Source: an optimization exercise on an open RTL-to-GDS flow (aim: small area, a short achievable clock period and few clock cycles per item). Production flows keep margins and buffers that such runs may drop.
Only simulation tests tie the RTL to the original design; equivalence was not proved.

===== design/flow/config.mk =====
export PLATFORM = sky130hd
export DESIGN_NAME = tilt_pid_duty_controller
export DESIGN_NICKNAME = tilt_pid_duty_controller
export VERILOG_FILES = /design/flow/design.v
export SDC_FILE = /design/flow/constraint.sdc
export NUM_CORES = 4
export LEC_CHECK = 0
export CAP_MARGIN = 20
export CORE_MARGIN = 2
export CORE_UTILIZATION = 40
export PLACE_DENSITY = 0.6
export SLEW_MARGIN = 20

===== design/flow/design.v =====
package tpdc_pkg;
  localparam int CORDIC_STEPS = 16;
  localparam int CORDIC_IW    = $clog2(CORDIC_STEPS);
  localparam int ATAN_IDX_W   = 5;
  localparam int ATAN_W       = 22;
  localparam int ACCEL_W     = 19;    
  localparam int GYRO_W      = 25;    
  localparam int CORDIC_W    = 34;    
  localparam int PRESCALE_SH = 12;    
  localparam int ACC_ANG_W   = 27;    
  localparam int ANGLE_W     = 25;    
  localparam int SUM_W       = 27;    
  localparam int ERR_W       = 26;    
  localparam int INTEG_W     = 32;    
  localparam int MUL_A_W     = 33;
  localparam int MUL_B_W     = 25;
  localparam int PROD_W      = MUL_A_W + MUL_B_W;
  localparam int FRAC_SH     = 16;    
  localparam int PROD_SH_W   = 27;    
  localparam int ACC_SH_W    = PROD_W - FRAC_SH;
  localparam int DUTY_W      = 40;    
  localparam int DIFF_W      = DUTY_W + 1;
  localparam int SMOOTH_SH   = 4;     
  localparam int DCL_W       = 25;    
  localparam int PWM_W       = 16;
  localparam int PWM_SH      = 24;
  localparam int CFG_IDX_W  = 3;
  localparam int CFG_DATA_W = 31;
  localparam int TARGET_W   = 24;
  localparam int GAIN_W     = 24;
  localparam int LIMIT_W    = 31;
  localparam int FS_W       = 16;
  typedef enum logic [CFG_IDX_W-1:0] {
    CFG_TARGET_ANGLE    = 3'd0,
    CFG_GAIN_PROP       = 3'd1,
    CFG_GAIN_INTEG      = 3'd2,
    CFG_GAIN_DERIV      = 3'd3,
    CFG_INTEGRAL_LIMIT  = 3'd4,
    CFG_DUTY_FULL_SCALE = 3'd5
  } cfg_reg_t;
  localparam logic [TARGET_W-1:0] RST_TARGET = 24'd655360;
  localparam logic [GAIN_W-1:0]   RST_KP     = 24'd268435;
  localparam logic [GAIN_W-1:0]   RST_KI     = 24'd839;
  localparam logic [GAIN_W-1:0]   RST_KD     = 24'd167772;
  localparam logic [LIMIT_W-1:0]  RST_LIMIT  = 31'd1179648000;
  localparam logic [FS_W-1:0]     RST_FS     = 16'd2000;
  localparam logic signed [MUL_B_W-1:0]   W_GYRO   = -25'sd65;
  localparam logic signed [MUL_B_W-1:0]   W_DECAY  = 25'sd65470;
  localparam logic signed [MUL_B_W-1:0]   W_ACCEL  = 25'sd65;
  localparam logic signed [ACC_ANG_W-1:0] ANG_180  = 27'sd11796480;
  localparam logic signed [SUM_W:0]       ANG_MAX  = 28'sd16777215;
  localparam logic signed [SUM_W:0]       ANG_MIN  = -28'sd16777216;
  localparam logic signed [ACC_SH_W-1:0]  RAW_MAX  = 42'sd549755813887;
  localparam logic signed [ACC_SH_W-1:0]  RAW_MIN  = -42'sd549755813888;
  localparam logic signed [DUTY_W-1:0]    DUTY_ONE = 40'sd16777216;
  typedef enum logic [3:0] {
    S_IDLE,
    S_CORDIC,
    S_SUM,
    S_MUL_DECAY,
    S_MUL_ACCEL,
    S_ANGLE,
    S_ERR,
    S_INTEG,
    S_MUL_I,
    S_MUL_D,
    S_RAW,
    S_CLAMP_RAW,
    S_SMOOTH,
    S_CLAMP_D,
    S_MUL_PWM,
    S_RESULT
  } state_t;
endpackage
module tpdc_cordic (
  input  logic                                      clk,
  input  logic                                      rst_n,
  input  logic                                      start,
  input  logic signed [tpdc_pkg::ACCEL_W-1:0]       accel_y,
  input  logic signed [tpdc_pkg::ACCEL_W-1:0]       accel_z,
  output logic                                      done,
  output logic signed [tpdc_pkg::ACC_ANG_W-1:0]     angle
);
  logic signed [tpdc_pkg::CORDIC_W-1:0]  x_r, x_nxt, y_r, y_nxt;
  logic signed [tpdc_pkg::CORDIC_W-1:0]  x_sh, y_sh, x_init, y_init;
  logic signed [tpdc_pkg::ACC_ANG_W-1:0] a_r, a_nxt, atan_s;
  logic [tpdc_pkg::CORDIC_IW-1:0]        step_r, step_nxt;
  logic                                  busy_r, busy_nxt, done_r, done_nxt;
  logic                                  zero_r, zero_nxt;
  logic                                  last_step;
  logic [tpdc_pkg::ATAN_W-1:0]           atan_u;
  assign x_init = tpdc_pkg::CORDIC_W'($signed({accel_y, {tpdc_pkg::PRESCALE_SH{1'b0}}}));
  assign y_init = tpdc_pkg::CORDIC_W'($signed({accel_z, {tpdc_pkg::PRESCALE_SH{1'b0}}}));
  localparam logic [16*tpdc_pkg::ATAN_W-1:0] ATAN_TAB = {
    22'd115,
    22'd229,
    22'd458,
    22'd917,
    22'd1833,
    22'd3667,
    22'd7334,
    22'd14668,
    22'd29335,
    22'd58666,
    22'd117304,
    22'd234379,
    22'd466945,
    22'd919879,
    22'd1740967,
    22'd2949120
  };
  assign atan_u = ATAN_TAB[step_r*tpdc_pkg::ATAN_W +: tpdc_pkg::ATAN_W];
  assign x_sh      = x_r >>> step_r;
  assign y_sh      = y_r >>> step_r;
  assign atan_s    = tpdc_pkg::ACC_ANG_W'($signed({1'b0, atan_u}));
  assign last_step = (step_r == tpdc_pkg::CORDIC_IW'(tpdc_pkg::CORDIC_STEPS - 1));
  always_comb begin
    x_nxt    = x_r;
    y_nxt    = y_r;
    a_nxt    = a_r;
    step_nxt = step_r;
    busy_nxt = busy_r;
    zero_nxt = zero_r;
    done_nxt = 1'b0;
    if (start) begin
      busy_nxt = 1'b1;
      step_nxt = '0;
      zero_nxt = (accel_y == '0) && (accel_z == '0);
      if (accel_y < 0) begin
        x_nxt = -x_init;
        y_nxt = -y_init;
        a_nxt = (accel_z >= 0) ? tpdc_pkg::ANG_180 : -tpdc_pkg::ANG_180;
      end else begin
        x_nxt = x_init;
        y_nxt = y_init;
        a_nxt = '0;
      end
    end else if (busy_r) begin
      if (y_r > 0) begin
        x_nxt = x_r + y_sh;
        y_nxt = y_r - x_sh;
        a_nxt = a_r + atan_s;
      end else begin
        x_nxt = x_r - y_sh;
        y_nxt = y_r + x_sh;
        a_nxt = a_r - atan_s;
      end
      step_nxt = step_r + 1'b1;
      if (last_step) begin
        busy_nxt = 1'b0;
        done_nxt = 1'b1;
      end
    end
  end
  always_ff @(posedge clk) begin
    if (!rst_n) begin
      busy_r <= 1'b0;
      done_r <= 1'b0;
      step_r <= '0;
    end else begin
      busy_r <= busy_nxt;
      done_r <= done_nxt;
      step_r <= step_nxt;
    end
  end
  always_ff @(posedge clk) begin
    x_r    <= x_nxt;
    y_r    <= y_nxt;
    a_r    <= a_nxt;
    zero_r <= zero_nxt;
  end
  assign done  = done_r;
  assign angle = zero_r ? '0 : a_r;
endmodule
module tilt_pid_duty_controller (
  input  logic                                   clk,
  input  logic                                   rst_n,
  input  logic                                   in_valid,
  output logic                                   in_stall,
  input  logic signed [tpdc_pkg::ACCEL_W-1:0]    in_accel_y,
  input  logic signed [tpdc_pkg::ACCEL_W-1:0]    in_accel_z,
  input  logic signed [tpdc_pkg::GYRO_W-1:0]     in_gyro_x,
  output logic                                   out_valid,
  input  logic                                   out_stall,
  output logic [tpdc_pkg::PWM_W-1:0]             out_pwm_level,
  output logic signed [tpdc_pkg::ANGLE_W-1:0]    out_filtered_angle,
  input  logic                                   cfg_valid,
  output logic                                   cfg_ready,
  input  logic [tpdc_pkg::CFG_IDX_W-1:0]         cfg_index,
  input  logic [tpdc_pkg::CFG_DATA_W-1:0]        cfg_data
);
  tpdc_pkg::state_t state_r, state_nxt;
  logic [tpdc_pkg::TARGET_W-1:0] target_r;
  logic [tpdc_pkg::GAIN_W-1:0]   kp_r, ki_r, kd_r;
  logic [tpdc_pkg::LIMIT_W-1:0]  lim_r;
  logic [tpdc_pkg::FS_W-1:0]     fs_r;
  logic signed [tpdc_pkg::ANGLE_W-1:0] ang_r, ang_nxt;
  logic signed [tpdc_pkg::INTEG_W-1:0] integ_r, integ_nxt;
  logic signed [tpdc_pkg::DUTY_W-1:0]  sd_r, sd_nxt;
  logic signed [tpdc_pkg::GYRO_W-1:0]  gx_r, gx_nxt;
  logic signed [tpdc_pkg::SUM_W-1:0]   tmp_r, tmp_nxt;
  logic signed [tpdc_pkg::ERR_W-1:0]   err_r, err_nxt;
  logic signed [tpdc_pkg::PROD_W-1:0]  acc_r, acc_nxt;
  logic signed [tpdc_pkg::DIFF_W-1:0]  diff_r, diff_nxt;
  logic [tpdc_pkg::DCL_W-1:0]          dcl_r, dcl_nxt;
  logic signed [tpdc_pkg::PROD_W-1:0]  prod_r;
  logic signed [tpdc_pkg::MUL_A_W-1:0] mul_a;
  logic signed [tpdc_pkg::MUL_B_W-1:0] mul_b;
  logic                                out_valid_r, out_valid_nxt;
  logic [tpdc_pkg::PWM_W-1:0]          pwm_r;
  logic signed [tpdc_pkg::ANGLE_W-1:0] out_ang_r;
  logic                                out_load;
  logic                                   cor_start, cor_done;
  logic signed [tpdc_pkg::ACC_ANG_W-1:0]  cor_angle;
  logic signed [tpdc_pkg::PROD_SH_W-1:0] prod_sh;
  logic signed [tpdc_pkg::SUM_W:0]       ang_sum;
  logic signed [tpdc_pkg::INTEG_W:0]     integ_sum, lim_pos;
  logic signed [tpdc_pkg::ACC_SH_W-1:0]  acc_sh;
  logic signed [tpdc_pkg::DUTY_W-1:0]    raw_sat;
  logic signed [tpdc_pkg::ACC_SH_W-1:0]  sd_sum;
  tpdc_cordic u_cordic (
    .clk     (clk),
    .rst_n   (rst_n),
    .start   (cor_start),
    .accel_y (in_accel_y),
    .accel_z (in_accel_z),
    .done    (cor_done),
    .angle   (cor_angle)
  );
  assign cfg_ready = 1'b1;
  always_ff @(posedge clk) begin
    if (!rst_n) begin
      target_r <= tpdc_pkg::RST_TARGET;
      kp_r     <= tpdc_pkg::RST_KP;
      ki_r     <= tpdc_pkg::RST_KI;
      kd_r     <= tpdc_pkg::RST_KD;
      lim_r    <= tpdc_pkg::RST_LIMIT;
      fs_r     <= tpdc_pkg::RST_FS;
    end else if (cfg_valid && cfg_ready) begin
      unique case (cfg_index)
        tpdc_pkg::CFG_TARGET_ANGLE:    target_r <= cfg_data[tpdc_pkg::TARGET_W-1:0];
        tpdc_pkg::CFG_GAIN_PROP:       kp_r     <= cfg_data[tpdc_pkg::GAIN_W-1:0];
        tpdc_pkg::CFG_GAIN_INTEG:      ki_r     <= cfg_data[tpdc_pkg::GAIN_W-1:0];
        tpdc_pkg::CFG_GAIN_DERIV:      kd_r     <= cfg_data[tpdc_pkg::GAIN_W-1:0];
        tpdc_pkg::CFG_INTEGRAL_LIMIT:  lim_r    <= cfg_data[tpdc_pkg::LIMIT_W-1:0];
        tpdc_pkg::CFG_DUTY_FULL_SCALE: fs_r     <= cfg_data[tpdc_pkg::FS_W-1:0];
        default: ;
      endcase
    end
  end
  always_comb begin
    state_nxt = state_r;
    unique case (state_r)
      tpdc_pkg::S_IDLE:      if (in_valid) state_nxt = tpdc_pkg::S_CORDIC;
      tpdc_pkg::S_CORDIC:    if (cor_done) state_nxt = tpdc_pkg::S_SUM;
      tpdc_pkg::S_SUM:       state_nxt = tpdc_pkg::S_MUL_DECAY;
      tpdc_pkg::S_MUL_DECAY: state_nxt = tpdc_pkg::S_MUL_ACCEL;
      tpdc_pkg::S_MUL_ACCEL: state_nxt = tpdc_pkg::S_ANGLE;
      tpdc_pkg::S_ANGLE:     state_nxt = tpdc_pkg::S_ERR;
      tpdc_pkg::S_ERR:       state_nxt = tpdc_pkg::S_INTEG;
      tpdc_pkg::S_INTEG:     state_nxt = tpdc_pkg::S_MUL_I;
      tpdc_pkg::S_MUL_I:     state_nxt = tpdc_pkg::S_MUL_D;
      tpdc_pkg::S_MUL_D:     state_nxt = tpdc_pkg::S_RAW;
      tpdc_pkg::S_RAW:       state_nxt = tpdc_pkg::S_CLAMP_RAW;
      tpdc_pkg::S_CLAMP_RAW: state_nxt = tpdc_pkg::S_SMOOTH;
      tpdc_pkg::S_SMOOTH:    state_nxt = tpdc_pkg::S_CLAMP_D;
      tpdc_pkg::S_CLAMP_D:   state_nxt = tpdc_pkg::S_MUL_PWM;
      tpdc_pkg::S_MUL_PWM:   state_nxt = tpdc_pkg::S_RESULT;
      tpdc_pkg::S_RESULT:    if (!out_valid_r || !out_stall) state_nxt = tpdc_pkg::S_IDLE;
      default:               state_nxt = tpdc_pkg::S_IDLE;
    endcase
  end
  always_comb begin
    in_stall  = (state_r != tpdc_pkg::S_IDLE);
    cor_start = (state_r == tpdc_pkg::S_IDLE) && in_valid;
    out_load  = (state_r == tpdc_pkg::S_RESULT) && (!out_valid_r || !out_stall);
  end
  assign prod_sh   = prod_r[tpdc_pkg::FRAC_SH+tpdc_pkg::PROD_SH_W-1:tpdc_pkg::FRAC_SH];
  assign ang_sum   = (tpdc_pkg::SUM_W+1)'(tmp_r) + (tpdc_pkg::SUM_W+1)'(prod_sh);
  assign integ_sum = (tpdc_pkg::INTEG_W+1)'(integ_r) + (tpdc_pkg::INTEG_W+1)'(err_r);
  assign lim_pos   = $signed({2'b00, lim_r});
  assign acc_sh    = acc_r[tpdc_pkg::PROD_W-1:tpdc_pkg::FRAC_SH];
  assign sd_sum    = tpdc_pkg::ACC_SH_W'(sd_r)
                   + tpdc_pkg::ACC_SH_W'($signed(diff_r[tpdc_pkg::DIFF_W-1:tpdc_pkg::SMOOTH_SH]));
  always_comb begin
    if (acc_sh > tpdc_pkg::RAW_MAX) begin
      raw_sat = tpdc_pkg::DUTY_W'(tpdc_pkg::RAW_MAX);
    end else if (acc_sh < tpdc_pkg::RAW_MIN) begin
      raw_sat = tpdc_pkg::DUTY_W'(tpdc_pkg::RAW_MIN);
    end else begin
      raw_sat = acc_sh[tpdc_pkg::DUTY_W-1:0];
    end
  end
  always_comb begin
    mul_a     = tpdc_pkg::MUL_A_W'(gx_r);
    mul_b     = tpdc_pkg::W_GYRO;
    gx_nxt    = gx_r;
    tmp_nxt   = tmp_r;
    err_nxt   = err_r;
    acc_nxt   = acc_r;
    diff_nxt  = diff_r;
    dcl_nxt   = dcl_r;
    ang_nxt   = ang_r;
    integ_nxt = integ_r;
    sd_nxt    = sd_r;
    unique case (state_r)
      tpdc_pkg::S_IDLE: begin
        if (in_valid) gx_nxt = in_gyro_x;
      end
      tpdc_pkg::S_CORDIC: ;
      tpdc_pkg::S_SUM: begin
        tmp_nxt = tpdc_pkg::SUM_W'(ang_r) + prod_sh;
      end
      tpdc_pkg::S_MUL_DECAY: begin
        mul_a = tpdc_pkg::MUL_A_W'(tmp_r);
        mul_b = tpdc_pkg::W_DECAY;
      end
      tpdc_pkg::S_MUL_ACCEL: begin
        mul_a   = tpdc_pkg::MUL_A_W'(cor_angle);
        mul_b   = tpdc_pkg::W_ACCEL;
        tmp_nxt = prod_sh;
      end
      tpdc_pkg::S_ANGLE: begin
        if (ang_sum > tpdc_pkg::ANG_MAX) begin
          ang_nxt = tpdc_pkg::ANGLE_W'(tpdc_pkg::ANG_MAX);
        end else if (ang_sum < tpdc_pkg::ANG_MIN) begin
          ang_nxt = tpdc_pkg::ANGLE_W'(tpdc_pkg::ANG_MIN);
        end else begin
          ang_nxt = ang_sum[tpdc_pkg::ANGLE_W-1:0];
        end
      end
      tpdc_pkg::S_ERR: begin
        err_nxt = $signed({2'b00, target_r}) - tpdc_pkg::ERR_W'(ang_r);
      end
      tpdc_pkg::S_INTEG: begin
        mul_a = tpdc_pkg::MUL_A_W'(err_r);
        mul_b = $signed({1'b0, kp_r});
        if (integ_sum > lim_pos) begin
          integ_nxt = tpdc_pkg::INTEG_W'(lim_pos);
        end else if (integ_sum < -lim_pos) begin
          integ_nxt = tpdc_pkg::INTEG_W'(-lim_pos);
        end else begin
          integ_nxt = integ_sum[tpdc_pkg::INTEG_W-1:0];
        end
      end
      tpdc_pkg::S_MUL_I: begin
        mul_a   = tpdc_pkg::MUL_A_W'(integ_r);
        mul_b   = $signed({1'b0, ki_r});
        acc_nxt = prod_r;
      end
      tpdc_pkg::S_MUL_D: begin
        mul_a   = tpdc_pkg::MUL_A_W'(gx_r);
        mul_b   = $signed({1'b0, kd_r});
        acc_nxt = acc_r + prod_r;
      end
      tpdc_pkg::S_RAW: begin
        acc_nxt = acc_r + prod_r;
      end
      tpdc_pkg::S_CLAMP_RAW: begin
        diff_nxt = tpdc_pkg::DIFF_W'(raw_sat) - tpdc_pkg::DIFF_W'(sd_r);
      end
      tpdc_pkg::S_SMOOTH: begin
        if (sd_sum > tpdc_pkg::RAW_MAX) begin
          sd_nxt = tpdc_pkg::DUTY_W'(tpdc_pkg::RAW_MAX);
        end else if (sd_sum < tpdc_pkg::RAW_MIN) begin
          sd_nxt = tpdc_pkg::DUTY_W'(tpdc_pkg::RAW_MIN);
        end else begin
          sd_nxt = sd_sum[tpdc_pkg::DUTY_W-1:0];
        end
      end
      tpdc_pkg::S_CLAMP_D: begin
        if (sd_r < 0) begin
          dcl_nxt = '0;
        end else if (sd_r > tpdc_pkg::DUTY_ONE) begin
          dcl_nxt = tpdc_pkg::DCL_W'(tpdc_pkg::DUTY_ONE);
        end else begin
          dcl_nxt = sd_r[tpdc_pkg::DCL_W-1:0];
        end
      end
      tpdc_pkg::S_MUL_PWM, tpdc_pkg::S_RESULT: begin
        mul_a = $signed({{(tpdc_pkg::MUL_A_W-tpdc_pkg::DCL_W){1'b0}}, dcl_r});
        mul_b = $signed({{(tpdc_pkg::MUL_B_W-tpdc_pkg::FS_W){1'b0}}, fs_r});
      end
      default: ;
    endcase
  end
  always_comb begin
    out_valid_nxt = out_valid_r;
    if (out_load) begin
      out_valid_nxt = 1'b1;
    end else if (!out_stall) begin
      out_valid_nxt = 1'b0;
    end
  end
  always_ff @(posedge clk) begin
    if (!rst_n) begin
      state_r     <= tpdc_pkg::S_IDLE;
      out_valid_r <= 1'b0;
      ang_r       <= '0;
      integ_r     <= '0;
      sd_r        <= '0;
    end else begin
      state_r     <= state_nxt;
      out_valid_r <= out_valid_nxt;
      ang_r       <= ang_nxt;
      integ_r     <= integ_nxt;
      sd_r        <= sd_nxt;
    end
  end
  always_ff @(posedge clk) begin
    prod_r <= mul_a * mul_b;
    gx_r   <= gx_nxt;
    tmp_r  <= tmp_nxt;
    err_r  <= err_nxt;
    acc_r  <= acc_nxt;
    diff_r <= diff_nxt;
    dcl_r  <= dcl_nxt;
    if (out_load) begin
      pwm_r     <= prod_r[tpdc_pkg::PWM_SH+tpdc_pkg::PWM_W-1:tpdc_pkg::PWM_SH];
      out_ang_r <= ang_r;
    end
  end
  assign out_valid          = out_valid_r;
  assign out_pwm_level      = pwm_r;
  assign out_filtered_angle = out_ang_r;
endmodule

===== design/flow/constraint.sdc =====
create_clock -name core_clock -period 11.0 [get_ports {clk}]
set_input_delay 2.2000 -clock core_clock [delete_from_list [all_inputs] [get_ports {clk}]]
set_output_delay 2.2000 -clock core_clock [all_outputs]
set_load 0.01 [all_outputs]

===== design/flow/run.sh =====
#!/bin/bash
# synth_recipe.tcl (not shown) runs the flow's synth.tcl, then flattens the netlist and writes it again
# the make line also repeats each setting of config.mk as NAME=value (left out here)
make -C /OpenROAD-flow-scripts/flow DESIGN_CONFIG=/design/flow/config.mk WORK_HOME=/design/flow/orfs CLKGATE_MAP_FILE= SYNTH_SCRIPT=/design/flow/synth_recipe.tcl finish

==> out/metrics.csv <==
metric,value,unit
die-area,199000,um^2
slew_headroom,23.0,%
hold_viol_final,0,
grt_usage,29.7,%
io_buffers,144,
vias,67300,
grt_max_degree,179,
grt_util_met2,47.9,%
hold_class,reg -> reg,
rsz0062_at_grt,false,
cts.sinks,644,
cts_buffers,86,
fmax,0.0965,GHz
cp.required,11.67,ns
arrival,11.04,ns
drt_iter0_drc,6375,
post-route-drc-count,0,
drtPass1Iterations,10,
synth_edf_count,335,
areaGrowthSynthToFinish,9.90,%
grt_use_met3,4.79,%
grt_pass1_vias,67300,
synth_fp_nets,10500,
drive_above_1_share,5.96,%
crit_path_end_kind,flop,
fp.dieW,446,um
grt_busiest_layer,met2,
clockRootBuffer,clkbuf_16,
die_height,446,um
yosys_warnings,2,
critPathMostFrequentCell,fa_1,
met1_usage,38.8,%
drt-vias-per-instance,5.77,
wl_per_cell,25.5,um
layout_min_cycle_time,10.37,ns
htreeDepth,3,
grt-ovfl-total,0,
path_class,reg -> reg,
grt_pass1_wl,440000,um
place.gp.congestion,1.04,
maxCapViolations,0,
clkLatencyLatePin,0.76,ns
fin_crit_sh,94.2,%
cts_tree,done,
netlist_area,78100,um^2
fin_nets,10500,
core_area,195000,um^2
cts.reportedPaths.clkPinSlew,0.06,ns
slowest_delay,0.81,ns
antenna_found_initial,16,
synth.avg_cell_area,8.69,um^2
synthArstFlopShare,0,%
ys_seq_elements,644,
rows,162,
crit_path_top_delay_cell,and4_1,
initial_core_util,40.2,%
ys_types,100,
ant_nets,0,
holdBufCountCts,0,
utilization,44.1,%
start_kind,flop,
setup_tns,0,ns
dp_hpwl,238000,um
yosys_most_used_dff,edfxtp_1,
synth_seq_area_share,20.8,%
final-max-slew-violation-count,0,
clock_skew,0.0509,ns
routed_wl,297000,um
cts_buffer_depth,3,
status,"complete, no violations",
cp_max_fo,13,
netlist_instances,8997,
setup_viol,0,
tightest_slew,1.15,ns
ioPinCount,146,
cells in the mapped netlist (12+ instances only):
master | count | area [um^2]
inv_1 | 1104 | 4140
a211oi_1 | 42 | 315
or3_1 | 44 | 275
mux4_2 | 72 | 1620
mux2i_1 | 81 | 811
nand2b_1 | 91 | 569
o21ai_1 | 21 | 105
o31ai_1 | 53 | 398
and3_1 | 68 | 425
a221oi_1 | 13 | 114
o31a_1 | 12 | 105
nor2_1 | 737 | 2770
nor4_1 | 39 | 244
o21bai_1 | 48 | 360
a21o_1 | 224 | 1680
a221o_1 | 16 | 160
ha_1 | 568 | 7110
a21oi_1 | 530 | 2650
xor2_1 | 186 | 1630
a22oi_1 | 31 | 233
nor3_1 | 94 | 470
edfxtp_1 | 335 | 10100
dfxtp_1 | 309 | 6190
nand4_1 | 79 | 494
clkbuf_1 | 325 | 1220
fa_1 | 835 | 16700
nand2_1 | 1290 | 4840
maj3_1 | 39 | 390
o211ai_1 | 35 | 263
or2_2 | 23 | 144
a222oi_1 | 21 | 210
a211o_1 | 21 | 184
mux2_2 | 29 | 327
a31oi_1 | 56 | 350
and4_1 | 32 | 280
o21a_1 | 71 | 533
xnor2_1 | 282 | 2470
nor2b_1 | 68 | 425
and2_1 | 89 | 557
buf_1 | 35 | 131
buf_2 | 13 | 65.1
nand3_1 | 184 | 921
a21boi_0 | 130 | 976
o21ai_0 | 404 | 2020
metal layers:
layer	share of wire (%)	up-vias
met5	0.013	-
met4	5.6	6
met3	7.4	552
met2	46	2656
met1	41	33700
li1	-	30400
worst paths after layout:
path	start	to	slack [ns]	cells past startpoint
hold / removal	ki_r[16]$_SDFFE_PN0P_	ki_r[16]$_SDFFE_PN0P_	0.47	2
setup / recovery	state_r[3]$_SDFFE_PN0P_	prod_r[55]$_DFF_P_	0.63	31
hold reg to reg	ki_r[16]$_SDFFE_PN0P_	ki_r[16]$_SDFFE_PN0P_	0.47	2
setup reg to reg	state_r[3]$_SDFFE_PN0P_	prod_r[55]$_DFF_P_	0.63	31
logic make-up after synthesis:
group	after synthesis	share of synthesized area, %
flops	644	20.8
other cells	1	0.00480
buf+inv	1501	7.41
mux	194	3.93
xor+xnor	469	5.27
simple gates	2886	16.4
fa+ha+maj	1442	31.0
compound gates	1860	15.2
critical path, delay by kind of cell (launching register included):
family	cells	cell delay, ns
AO/OA/AOI/OAI	9	2.50
adder cells (fa/ha/maj)	8	3.96
buffers and inverters	6	0.70
flip-flops	1	0.59
AND/OR/NAND/NOR	8	2.50
final cells by class:
| class | count | area [um^2] |
|---|---|---|
| Clock buffer | 119 | 2410 |
| Tap cell | 2542 | 3180 |
| Fill cell | 19200 | 109000 |
| Multi-Input combinational cell | 6852 | 56300 |
| Sequential cell | 644 | 16300 |
| Clock inverter | 43 | 553 |
| Inverter | 1108 | 4160 |
| Antenna cell | 9 | 22.5 |
| Timing Repair Buffer | 342 | 2970 |
flip-flops by register name (all words and copies together) (netlist names), 26 cells and up:
| register | flops |
|---|---|
| acc_r | 58 |
| diff_r | 37 |
| err_r | 26 |
| integ_r | 32 |
| lim_r | 31 |
| prod_r | 58 |
| sd_r | 40 |
| tmp_r | 27 |
| u_cordic.a_r | 27 |
| u_cordic.x_r | 34 |
| u_cordic.y_r | 34 |
timing repair:
item	4_1_cts	5_1_grt
endpoints found under the setup margin	0	4
setup buffers	0	3
resized for setup	0	6
cells in the final DEF, fill, tap and decap left out, types with 55 or more instances in the layout:
cell type and n:
a21boi_0 130, a21o_1 224, a21oi_1 527, a31oi_1 55, and2_1 89, and3_1 68, buf_4 192, clkbuf_16 87
clkdlybuf4s50_1 142, dfxtp_1 303, edfxtp_1 335, fa_1 835, ha_1 568, inv_1 1102, mux2i_1 81, mux4_2 72
nand2_1 1286, nand2b_1 90, nand3_1 181, nand4_1 79, nor2_1 727, nor2b_1 68, nor3_1 86, o21a_1 71
o21ai_0 403, xnor2_1 282, xor2_1 186
stage by stage:
step                      setup WS, ns  hold slack (ns)  std cells  instance area, um^2
after floorplan                   2.13            0.440       8997                78100
after global placement           0.585            0.451      11500                82800
after detailed placement         0.530            0.459      11500                82800
after CTS                        0.466            0.467      11600                85800
after global routing             0.176            0.484      11700                85900
final                            0.633            0.468      11700                85900
Testbench counts, summed over its fixed seeds: cycles 65,552, items 2,048.

-- re-timing with driven ports --
In the flow no input, the clock included, has a driving cell. The finished layout below was timed again as built, in two steps.
Step 1, drivers: a clkbuf_16 drives clk and a buf_2 each remaining input, both assumed.
Step 2 also shifts input and output timing later by t, the mid clock arrival at the registers, as if the neighbouring blocks saw the same clock.
Slacks: no drivers / after step 1 / after step 2; pairs: no drivers / after step 1.
shift t [ns]: 0.824
setup WS [ns]: 0.633 / 0.633 / 0.633
hold slack, ns: 0.468 / 0.468 / 0.468
latest minus earliest clock arrival (ns): 0.055 / 0.055
worst register clock-pin slew, ns: 0.07 / 0.07
After both steps this run still meets setup and hold. For this run, drivers alone change the setup slack by 0.000 ns; drivers and shift together by 0.000 ns.
